What follows belongs to an exercise in optimizing a design on an open flow for small area; a production flow would make more cautious choices. In this exercise RTL edits were held to simulation tests only and were not proved equivalent to the original. Power figures rest on the tool's default switching activity, not on a simulated workload.

### flow/design.v
`default_nettype none
package udp_regs_pkg;
    typedef logic [31:0] reg_data_t;
    typedef logic [5:0]  reg_addr_t;
    typedef enum logic [5:0] {
        REG_SENT_COUNT = 6'h00,   
        REG_TIMER      = 6'h04,   
        REG_DELAY      = 6'h08,
        REG_DST_MAC_LO = 6'h0C,   
        REG_DST_MAC_HI = 6'h10,
        REG_SRC_IP     = 6'h14,
        REG_DST_IP     = 6'h18,
        REG_SRC_PORT   = 6'h1C,
        REG_DST_PORT   = 6'h20
    } reg_addr_e;
    localparam reg_data_t   DEF_DELAY   = 32'd10_000_000;
    localparam logic [47:0] DEF_DST_MAC = 48'hFFFF_FFFF_FFFF;   
    localparam reg_data_t   DEF_SRC_IP  = 32'hC0A8_0463;         
    localparam reg_data_t   DEF_DST_IP  = 32'hC0A8_0401;         
    localparam logic [15:0] DEF_PORT    = 16'hEAE5;              
endpackage
`default_nettype wire
`default_nettype none
package udp_frame_pkg;
    localparam int PAYLOAD_WORDS = 64;
    localparam int HDR_BYTES     = 42;
    localparam int FRAME_BYTES   = HDR_BYTES + 2 * PAYLOAD_WORDS;
    localparam int BEAT_BYTES    = 8;
    localparam int NUM_BEATS     = (FRAME_BYTES + BEAT_BYTES - 1) / BEAT_BYTES;
    localparam int LAST_BYTES = FRAME_BYTES % BEAT_BYTES;
    typedef logic [63:0] axis_data_t;
    typedef logic [7:0]  axis_keep_t;
    typedef logic [4:0]  beat_idx_t;
    localparam axis_keep_t LAST_KEEP =
        (LAST_BYTES == 0) ? 8'hFF : 8'((1 << LAST_BYTES) - 1);
    typedef logic [0:HDR_BYTES-1][7:0] hdr_bytes_t;
    typedef logic [47:0] mac_t;
    typedef logic [31:0] ip_addr_t;
    typedef logic [15:0] udp_port_t;
    localparam mac_t        SRC_MAC       = 48'h001A_2B3C_4D5E;
    localparam logic [15:0] ETH_TYPE_IPV4 = 16'h0800;
    localparam logic [7:0]  IP_VER_IHL    = 8'h45;       
    localparam logic [15:0] IP_ID         = 16'd1;
    localparam logic [15:0] IP_FLAGS      = 16'h4000;    
    localparam logic [7:0]  IP_TTL        = 8'd255;
    localparam logic [7:0]  IP_PROTO_UDP  = 8'd17;
    localparam logic [15:0] IP_TOTAL_LEN = 16'(28 + 2 * PAYLOAD_WORDS);
    localparam logic [15:0] UDP_LEN      = 16'(8 + 2 * PAYLOAD_WORDS);
    typedef enum logic {
        TX_IDLE,
        TX_SEND
    } tx_state_e;
endpackage
`default_nettype wire
`timescale 1ns/1ps
`default_nettype none
module udp_cfg_regs
(
    input  wire logic      m00_axis_aclk,
    input  wire logic      m00_axis_aresetn,
    input  wire logic      wr_valid,
    input  udp_regs_pkg::reg_addr_t      wr_addr,
    input  udp_regs_pkg::reg_data_t      wr_data,
    output logic           wr_ready,
    input  wire logic      rd_valid,
    input  udp_regs_pkg::reg_addr_t      rd_addr,
    output logic           rd_ready,
    output logic           rdata_valid,
    output udp_regs_pkg::reg_data_t      rdata,
    input  wire logic      rdata_ready,
    input  udp_regs_pkg::reg_data_t      sent_count,
    input  udp_regs_pkg::reg_data_t      timer_count,
    output udp_regs_pkg::reg_data_t      pkt_delay,
    output udp_frame_pkg::mac_t           dst_mac,
    output udp_frame_pkg::ip_addr_t       src_ip,
    output udp_frame_pkg::ip_addr_t       dst_ip,
    output udp_frame_pkg::udp_port_t      src_port,
    output udp_frame_pkg::udp_port_t      dst_port
);
    logic [31:0] mac_lo_stage;   
    udp_regs_pkg::reg_data_t   rd_value;
    assign wr_ready = 1'b1;          
    assign rd_ready = ~rdata_valid;  
    always_ff @(posedge m00_axis_aclk or negedge m00_axis_aresetn) begin
        if (!m00_axis_aresetn) begin
            pkt_delay    <= udp_regs_pkg::DEF_DELAY;
            dst_mac      <= udp_regs_pkg::DEF_DST_MAC;
            mac_lo_stage <= udp_regs_pkg::DEF_DST_MAC[31:0];
            src_ip       <= udp_regs_pkg::DEF_SRC_IP;
            dst_ip       <= udp_regs_pkg::DEF_DST_IP;
            src_port     <= udp_regs_pkg::DEF_PORT;
            dst_port     <= udp_regs_pkg::DEF_PORT;
        end else if (wr_valid && wr_ready) begin
            case (wr_addr)
                udp_regs_pkg::REG_DELAY:      pkt_delay    <= wr_data;
                udp_regs_pkg::REG_DST_MAC_LO: mac_lo_stage <= wr_data;
                udp_regs_pkg::REG_DST_MAC_HI: dst_mac      <= {wr_data[15:0], mac_lo_stage};
                udp_regs_pkg::REG_SRC_IP:     src_ip       <= wr_data;
                udp_regs_pkg::REG_DST_IP:     dst_ip       <= wr_data;
                udp_regs_pkg::REG_SRC_PORT:   src_port     <= wr_data[15:0];
                udp_regs_pkg::REG_DST_PORT:   dst_port     <= wr_data[15:0];
                default: ;       
            endcase
        end
    end
    always_comb begin
        case (rd_addr)
            udp_regs_pkg::REG_SENT_COUNT: rd_value = sent_count;
            udp_regs_pkg::REG_TIMER:      rd_value = timer_count;
            udp_regs_pkg::REG_DELAY:      rd_value = pkt_delay;
            udp_regs_pkg::REG_DST_MAC_LO: rd_value = dst_mac[31:0];        
            udp_regs_pkg::REG_DST_MAC_HI: rd_value = {16'h0000, dst_mac[47:32]};
            udp_regs_pkg::REG_SRC_IP:     rd_value = src_ip;
            udp_regs_pkg::REG_DST_IP:     rd_value = dst_ip;
            udp_regs_pkg::REG_SRC_PORT:   rd_value = {16'h0000, src_port};
            udp_regs_pkg::REG_DST_PORT:   rd_value = {16'h0000, dst_port};
            default:        rd_value = '0;
        endcase
    end
    always_ff @(posedge m00_axis_aclk or negedge m00_axis_aresetn) begin
        if (!m00_axis_aresetn) begin
            rdata_valid <= 1'b0;
        end else if (rd_valid && rd_ready) begin
            rdata_valid <= 1'b1;
        end else if (rdata_ready) begin
            rdata_valid <= 1'b0;   
        end
    end
    always_ff @(posedge m00_axis_aclk) begin
        if (rd_valid && rd_ready) begin
            rdata <= rd_value;
        end
    end
endmodule
`default_nettype wire
`timescale 1ns/1ps
`default_nettype none
module udp_header_gen
(
    input  wire logic      m00_axis_aclk,
    input  wire logic      m00_axis_aresetn,
    input  wire logic      frame_start,
    input  udp_frame_pkg::mac_t           dst_mac,
    input  udp_frame_pkg::ip_addr_t       src_ip,
    input  udp_frame_pkg::ip_addr_t       dst_ip,
    input  udp_frame_pkg::udp_port_t      src_port,
    input  udp_frame_pkg::udp_port_t      dst_port,
    output udp_frame_pkg::hdr_bytes_t     hdr
);
    logic [15:0] ip_csum;
    udp_frame_pkg::hdr_bytes_t  hdr_next;
    function automatic logic [15:0] ip_checksum(input udp_frame_pkg::ip_addr_t sip, input udp_frame_pkg::ip_addr_t dip);
        logic [19:0] sum;
        sum = 20'({udp_frame_pkg::IP_VER_IHL, 8'h00})
            + 20'(udp_frame_pkg::IP_TOTAL_LEN)
            + 20'(udp_frame_pkg::IP_ID)
            + 20'(udp_frame_pkg::IP_FLAGS)
            + 20'({udp_frame_pkg::IP_TTL, udp_frame_pkg::IP_PROTO_UDP})
            + 20'(sip[31:16]) + 20'(sip[15:0])
            + 20'(dip[31:16]) + 20'(dip[15:0]);
        for (int i = 0; i < 2; i++) begin
            sum = 20'(sum[15:0]) + 20'(sum[19:16]);
        end
        ip_checksum = ~sum[15:0];
    endfunction
    always_comb begin
        ip_csum  = ip_checksum(src_ip, dst_ip);
        hdr_next = {
            dst_mac, udp_frame_pkg::SRC_MAC, udp_frame_pkg::ETH_TYPE_IPV4,                   
            udp_frame_pkg::IP_VER_IHL, 8'h00, udp_frame_pkg::IP_TOTAL_LEN,                   
            udp_frame_pkg::IP_ID, udp_frame_pkg::IP_FLAGS,
            udp_frame_pkg::IP_TTL, udp_frame_pkg::IP_PROTO_UDP, ip_csum,
            src_ip, dst_ip,
            src_port, dst_port, udp_frame_pkg::UDP_LEN, 16'h0000              
        };
    end
    always_ff @(posedge m00_axis_aclk or negedge m00_axis_aresetn) begin
        if (!m00_axis_aresetn) begin
            hdr <= '0;
        end else if (frame_start) begin
            hdr <= hdr_next;
        end
    end
endmodule
`default_nettype wire
`timescale 1ns/1ps
`default_nettype none
module frame_beat_gen
(
    input  udp_frame_pkg::hdr_bytes_t      hdr,
    input  udp_frame_pkg::beat_idx_t       beat_idx,
    output udp_frame_pkg::axis_data_t      beat_data,
    output udp_frame_pkg::axis_keep_t      beat_keep,
    output logic            beat_last
);
    function automatic logic [7:0] frame_byte(input udp_frame_pkg::hdr_bytes_t h, input logic [7:0] k);
        logic [7:0]  p;
        logic [6:0]  j;
        logic [15:0] word;
        logic [8*udp_frame_pkg::HDR_BYTES-1:0] hv;
        hv = h;
        p = 8'(k - 8'(udp_frame_pkg::HDR_BYTES));   
        j = p[7:1];
        if (j[0]) begin
            word = 16'(255 - 32'(j >> 1));   
        end else begin
            word = 16'(j >> 1);
        end
        if (k < 8'(udp_frame_pkg::HDR_BYTES)) begin
            frame_byte = hv[8*(udp_frame_pkg::HDR_BYTES-1-int'(k)) +: 8];
        end else if (k < 8'(udp_frame_pkg::FRAME_BYTES)) begin
            frame_byte = p[0] ? word[15:8] : word[7:0];   
        end else begin
            frame_byte = 8'h00;   
        end
    endfunction
    always_comb begin
        for (int l = 0; l < udp_frame_pkg::BEAT_BYTES; l++) begin
            beat_data[l*8 +: 8] = frame_byte(hdr, {beat_idx, 3'(l)});
        end
    end
    assign beat_last = (beat_idx == udp_frame_pkg::beat_idx_t'(udp_frame_pkg::NUM_BEATS - 1));
    assign beat_keep = beat_last ? udp_frame_pkg::LAST_KEEP : '1;
endmodule
`default_nettype wire
`timescale 1ns/1ps
`default_nettype none
module axis_frame_tx
(
    input  wire logic        m00_axis_aclk,
    input  wire logic        m00_axis_aresetn,
    input  wire logic [31:0] pkt_delay,
    input  udp_frame_pkg::axis_data_t       beat_data,
    input  udp_frame_pkg::axis_keep_t       beat_keep,
    input  wire logic        beat_last,
    output logic             frame_start,
    output udp_frame_pkg::beat_idx_t        beat_idx,
    output logic [31:0]      sent_count,
    output logic [31:0]      timer_count,
    output logic             m00_axis_tvalid,
    output udp_frame_pkg::axis_data_t       m00_axis_tdata,
    output udp_frame_pkg::axis_keep_t       m00_axis_tkeep,
    output logic             m00_axis_tlast,
    input  wire logic        m00_axis_tready
);
    udp_frame_pkg::tx_state_e state;
    logic      start_pend;   
    logic      expire;
    logic      beat_ack;
    assign expire      = (pkt_delay != '0) && (timer_count == pkt_delay);
    assign frame_start = start_pend && (state == udp_frame_pkg::TX_IDLE);
    assign beat_ack    = m00_axis_tvalid && m00_axis_tready;
    always_ff @(posedge m00_axis_aclk or negedge m00_axis_aresetn) begin
        if (!m00_axis_aresetn) begin
            timer_count <= '0;
            start_pend  <= 1'b0;
        end else begin
            timer_count <= expire ? '0 : timer_count + 32'd1;
            start_pend  <= expire || (start_pend && !frame_start);
        end
    end
    always_ff @(posedge m00_axis_aclk or negedge m00_axis_aresetn) begin
        if (!m00_axis_aresetn) begin
            state      <= udp_frame_pkg::TX_IDLE;
            beat_idx   <= '0;
            sent_count <= '0;
        end else begin
            case (state)
                udp_frame_pkg::TX_IDLE: begin
                    if (frame_start) begin
                        state    <= udp_frame_pkg::TX_SEND;
                        beat_idx <= '0;
                    end
                end
                udp_frame_pkg::TX_SEND: begin
                    if (beat_ack) begin
                        if (beat_idx == '0) begin
                            sent_count <= sent_count + 32'd1;   
                        end
                        if (beat_last) begin
                            state    <= udp_frame_pkg::TX_IDLE;
                            beat_idx <= '0;
                        end else begin
                            beat_idx <= beat_idx + 1'b1;
                        end
                    end
                end
                default: state <= udp_frame_pkg::TX_IDLE;
            endcase
        end
    end
    assign m00_axis_tvalid = (state == udp_frame_pkg::TX_SEND);
    assign m00_axis_tdata  = m00_axis_tvalid ? beat_data : '0;
    assign m00_axis_tkeep  = m00_axis_tvalid ? beat_keep : '0;
    assign m00_axis_tlast  = m00_axis_tvalid && beat_last;
endmodule
`default_nettype wire
`timescale 1ns/1ps
`default_nettype none
module udp_stream_top
(
    input  wire logic      m00_axis_aclk,
    input  wire logic      m00_axis_aresetn,
    input  wire logic      wr_valid,
    input  udp_regs_pkg::reg_addr_t      wr_addr,
    input  udp_regs_pkg::reg_data_t      wr_data,
    output logic           wr_ready,
    input  wire logic      rd_valid,
    input  udp_regs_pkg::reg_addr_t      rd_addr,
    output logic           rd_ready,
    output logic           rdata_valid,
    output udp_regs_pkg::reg_data_t      rdata,
    input  wire logic      rdata_ready,
    output logic           m00_axis_tvalid,
    output udp_frame_pkg::axis_data_t     m00_axis_tdata,
    output udp_frame_pkg::axis_keep_t     m00_axis_tkeep,
    output logic           m00_axis_tlast,
    input  wire logic      m00_axis_tready
);
    udp_regs_pkg::reg_data_t  pkt_delay;
    udp_regs_pkg::reg_data_t  sent_count;
    udp_regs_pkg::reg_data_t  timer_count;
    udp_frame_pkg::mac_t       dst_mac;
    udp_frame_pkg::ip_addr_t   src_ip;
    udp_frame_pkg::ip_addr_t   dst_ip;
    udp_frame_pkg::udp_port_t  src_port;
    udp_frame_pkg::udp_port_t  dst_port;
    logic       frame_start;
    udp_frame_pkg::hdr_bytes_t hdr;
    udp_frame_pkg::beat_idx_t  beat_idx;
    udp_frame_pkg::axis_data_t beat_data;
    udp_frame_pkg::axis_keep_t beat_keep;
    logic       beat_last;
    udp_cfg_regs u_cfg_regs (
        .m00_axis_aclk, .m00_axis_aresetn,
        .wr_valid, .wr_addr, .wr_data, .wr_ready,
        .rd_valid, .rd_addr, .rd_ready,
        .rdata_valid, .rdata, .rdata_ready,
        .sent_count, .timer_count,
        .pkt_delay, .dst_mac, .src_ip, .dst_ip, .src_port, .dst_port
    );
    udp_header_gen u_header_gen (
        .m00_axis_aclk, .m00_axis_aresetn, .frame_start,
        .dst_mac, .src_ip, .dst_ip, .src_port, .dst_port,
        .hdr
    );
    frame_beat_gen u_beat_gen (
        .hdr, .beat_idx, .beat_data, .beat_keep, .beat_last
    );
    axis_frame_tx u_frame_tx (
        .m00_axis_aclk, .m00_axis_aresetn, .pkt_delay,
        .beat_data, .beat_keep, .beat_last,
        .frame_start, .beat_idx, .sent_count, .timer_count,
        .m00_axis_tvalid, .m00_axis_tdata, .m00_axis_tkeep, .m00_axis_tlast,
        .m00_axis_tready
    );
endmodule
`default_nettype wire
### flow/constraint.sdc
create_clock -name core_clock -period 10.0 [get_ports {m00_axis_aclk}]
set_input_delay 2.0000 -clock core_clock [delete_from_list [all_inputs] [get_ports {m00_axis_aclk}]]
set_output_delay 2.0000 -clock core_clock [all_outputs]
set_load 0.01 [all_outputs]
### flow/run.sh
#!/bin/bash
# synth_recipe.tcl (not shown) runs the flow's synth.tcl, then flattens the netlist and writes it again
# the make line also repeats each setting of config.mk as NAME=value (left out here)
make -C /OpenROAD-flow-scripts/flow DESIGN_CONFIG=/design/flow/config.mk WORK_HOME=/design/flow/orfs CLKGATE_MAP_FILE= SYNTH_SCRIPT=/design/flow/synth_recipe.tcl finish
### flow/config.mk
export PLATFORM = sky130hd
export DESIGN_NAME = udp_stream_top
export DESIGN_NICKNAME = udp_stream_top
export VERILOG_FILES = /design/flow/design.v
export SDC_FILE = /design/flow/constraint.sdc
export NUM_CORES = 4
export LEC_CHECK = 0
export CAP_MARGIN = 20
export CORE_MARGIN = 2
export CORE_UTILIZATION = 40
export SLEW_MARGIN = 20
==> flow_metrics.tcl <==
set metrics [dict create \
    status "no timing/DRC/antenna violations" \
    synth_common_cells "562 x nand2_1, 316 x dfrtp_1, 211 x mux2_2" \
    tns_ns 0 \
    hp-class "reg -> reg" \
    grt_max_degree 99 \
    worstSetupPathType "reg -> reg" \
    cts_buffers 52 \
    routedWlPerCell_um 25.3 \
    yosysSeqAreaShare_pct 49.3 \
    slew_headroom_pct 21.5 \
    cp.required_ns 10.48 \
    die_w_um 252 \
    clk_pin_slew_ns 0.06 \
    critPathMaxStageDelay_ns 0.60 \
    dp_cells 3281 \
    first_iter_violations 2070 \
    dieHeight_um 252 \
    vias 19600 \
    die-area_um2 63700 \
    finalSetupViolCount 0 \
    endpoint_kind "register" \
    core_um2 61400 \
    peakVddDrop_mv 0.153 \
    cts-root-buf "clkbuf_16" \
    yosysMostFrequentCell "nand2_1" \
    instances_no_fill 3381 \
    io_buffers 157 \
    grt_remaining_overflow 0 \
    synth_fp_nets 2565 \
    dp_hpwl_um 61700 \
    drc 0 \
    ctsLongestPathBuffers 3 \
    yosysTopAreaCellShare_pct 32.1 \
    drive_gt1_share_pct 19.2 \
    fin_nets 2661 \
    avgSynthCellArea_um2 10.1 \
    powerDensity_nw_per_um2 271 \
    initial_core_util_pct 40.2 \
    gp_congestion 0.959 \
    synthArstFlopShare_pct 93.2 \
    synth_seq_cells 473 \
    antenna_found_initial 1 \
    min_period_ns 8.64 \
    fmaxAchievable_mhz 116 \
    drt_pre_antenna_iters 6 \
    synth-edff-count 32 \
    syn_inst 2450 \
    hold_buffers 0 \
    cp_max_fo 10 \
    ant_nets 0 \
    fin_worst_skew_ns 0.0334 \
    pin_count 159 \
    ys.flop_type "dfrtp_1" \
    fp-row-count 91 \
    cts_setup_buffers 0 \
    syn2layout_area_growth_pct 17.0 \
    tritoncts "yes" \
    p_leak_nw 13.1 \
    h-tree-depth 2 \
    worst_path_max_delay_cell "nor3b_1" \
    cts_sinks 473 \
    grt_first_pass_wirelength_um 128000 \
    grtUsageTotal_pct 27.0 \
    critPathLaunchType "register" \
    cpMostUsedCell "inv_1" \
    synthTopCellsByArea "dfrtp_1 32%, dfstp_2 13%, mux2_2 9.6%" \
    crit_arrival_ns 9.12 \
    slew_violations 0 \
    vias_per_cell 5.80 \
    period_share_pct 86.4 \
    ys_warn_count 4 \
    clk-insertion-delay-late_ns 0.62 \
    wirelength_um 85600 \
    cts_resized 0 \
    synth_area_leader_cell "dfrtp_1" \
    hold_viol 0 \
    drv_cap 0 \
    grt_pass1_vias 19300 \
    synth.distinct_cells 78 \
    grt_setup_unrepaired "no" \
    netlist_area_um2 24700 \
    tightest_slew_ns 1.17 \
]
cell type report:
type	count	area, µm²
Clock inverter	37	463
Multi-Input combinational cell	1747	11700
Antenna cell	1	2.50
Timing Repair Buffer	190	1840
Clock buffer	61	1380
Inverter	82	308
Tap cell	790	988
Sequential cell	473	12200
Fill cell	5725	32500
final timing paths:
path	from	endpoint	slack (ns)	depth (start not counted)
max in group asynchronous	m00_axis_aresetn	u_header_gen.hdr[303]$_DFFE_PN0P_	6.48	3
worst max register to register	u_cfg_regs.src_ip[17]$_DFFE_PN0P_	u_header_gen.hdr[143]$_DFFE_PN0P_	1.36	35
worst max-delay path	u_cfg_regs.src_ip[17]$_DFFE_PN0P_	u_header_gen.hdr[143]$_DFFE_PN0P_	1.36	35
min in group asynchronous	m00_axis_aresetn	u_header_gen.hdr[314]$_DFFE_PN0P_	1.35	1
worst min register to register	u_header_gen.hdr[82]$_DFFE_PN0P_	u_header_gen.hdr[82]$_DFFE_PN0P_	0.47	2
worst min-delay path	u_header_gen.hdr[82]$_DFFE_PN0P_	u_header_gen.hdr[82]$_DFFE_PN0P_	0.47	2
logic make-up after synthesis:
family	after synthesis	synth area share, %
other	1	0.0152
buffers and inverters	230	3.69
AOI/OAI and AO/OA	387	11.0
DFF	473	49.3
xor gates and xnor gates	134	4.82
and+or+nand+nor	925	16.3
muxes	235	10.6
adders and majority gates	65	4.30
metal layers:
layer	up-vias	wire (µm)	global-route usage (%)
li1	8735	-	-
met1	9874	38000	38.7
met2	844	38100	41.0
met3	143	6560	4.87
met4	2	2960	9.15
met5	-	13	0
flip-flops by register name, indices dropped and copies added (netlist names):
| register | flops |
|---|---|
| u_cfg_regs.src_ip | 32 |
| u_cfg_regs.src_port | 16 |
| u_frame_tx.sent_count | 32 |
| u_cfg_regs.dst_mac | 48 |
| u_frame_tx.start_pend | 1 |
| u_cfg_regs.dst_ip | 32 |
| u_frame_tx.beat_idx | 5 |
| u_cfg_regs.rdata_valid | 1 |
| u_cfg_regs.pkt_delay | 32 |
| u_cfg_regs.dst_port | 16 |
| u_frame_tx.state | 1 |
| u_frame_tx.timer_count | 32 |
| u_cfg_regs.rdata | 32 |
| u_header_gen.hdr | 161 |
| u_cfg_regs.mac_lo_stage | 32 |
per-stage QoR:
step | cell area, µm² | setup WS [ns] | power [mW] | util, % | hold WS [ns]
floorplan | 24700 | 2.45 | 4.54 | - | 0.437
global route | 28900 | 0.597 | 8.24 | 47.0 | 0.488
detailed placement | 27000 | 1.50 | 5.73 | 44.0 | 0.462
finish | 28900 | 1.36 | 7.82 | 47.0 | 0.469
CTS | 28800 | 1.47 | 7.82 | 47.0 | 0.477
global placement | 27000 | 1.73 | 5.71 | 44.0 | 0.453
worst max-delay path, delay by kind of cell (launching register included):
kind | cells | cell delay [ns]
adder cells (fa/ha/maj) | 6 | 2.28
AO/OA/AOI/OAI | 9 | 1.95
AND/OR/NAND/NOR | 11 | 2.80
XOR/XNOR | 3 | 0.43
buffers and inverters | 5 | 0.37
flip-flops | 1 | 0.45
multiplexers | 1 | 0.25
power breakdown:
part	internal (mW)	leakage (nW)	switching [mW]
Combinational	1.29	6.27	1.99
Clock	1.25	0.913	0.835
Sequential	2.17	5.91	0.289
cell usage in the layout (no fill, tap or decap), types with 21 or more instances in the layout:
cell type / n
nand2_1: 561
dfrtp_1: 315
mux2_2: 211
clkdlybuf4s50_1: 156
dfstp_2: 125
nor2_1: 124
o21ai_0: 91
a21oi_1: 86
inv_1: 81
xor2_1: 70
xnor2_1: 61
nand3_1: 54
clkbuf_16: 53
a222oi_1: 47
a22oi_1: 41
fa_1: 33
ha_1: 32
buf_4: 32
edfxtp_1: 32
nor3_1: 28
nor4_1: 27
a31oi_1: 23
mux2i_1: 23
nand4_1: 21

[afterwards: timing with drivers on the ports]
No port has a modelled driver above. Below, the same layout with a new extraction and two added sets of constraints.
Step 1 sets driving cells, clkbuf_16 on the clock port and buf_2 on the other inputs (assumed; they add their load-dependent delay and slew).
Step 2 times the ports against the registers' clock, not the clock port: input delays grow and output delays shrink by t, the midpoint of the rising clock arrivals with the driver on.
Three values: no drivers, after step 1, after step 2; two values: the first two.
shift t [ns]: 0.671
setup WS [ns]: 1.359 / 1.359 / 1.359
hold WS [ns]: 0.469 / 0.469 / 0.469
worst register clock-pin slew, ns: 0.07 / 0.07
pins driven straight from the clock port: 1
After both steps this run still meets setup and hold. For this run, drivers alone change the setup slack by 0.000 ns; drivers and shift together by 0.000 ns.
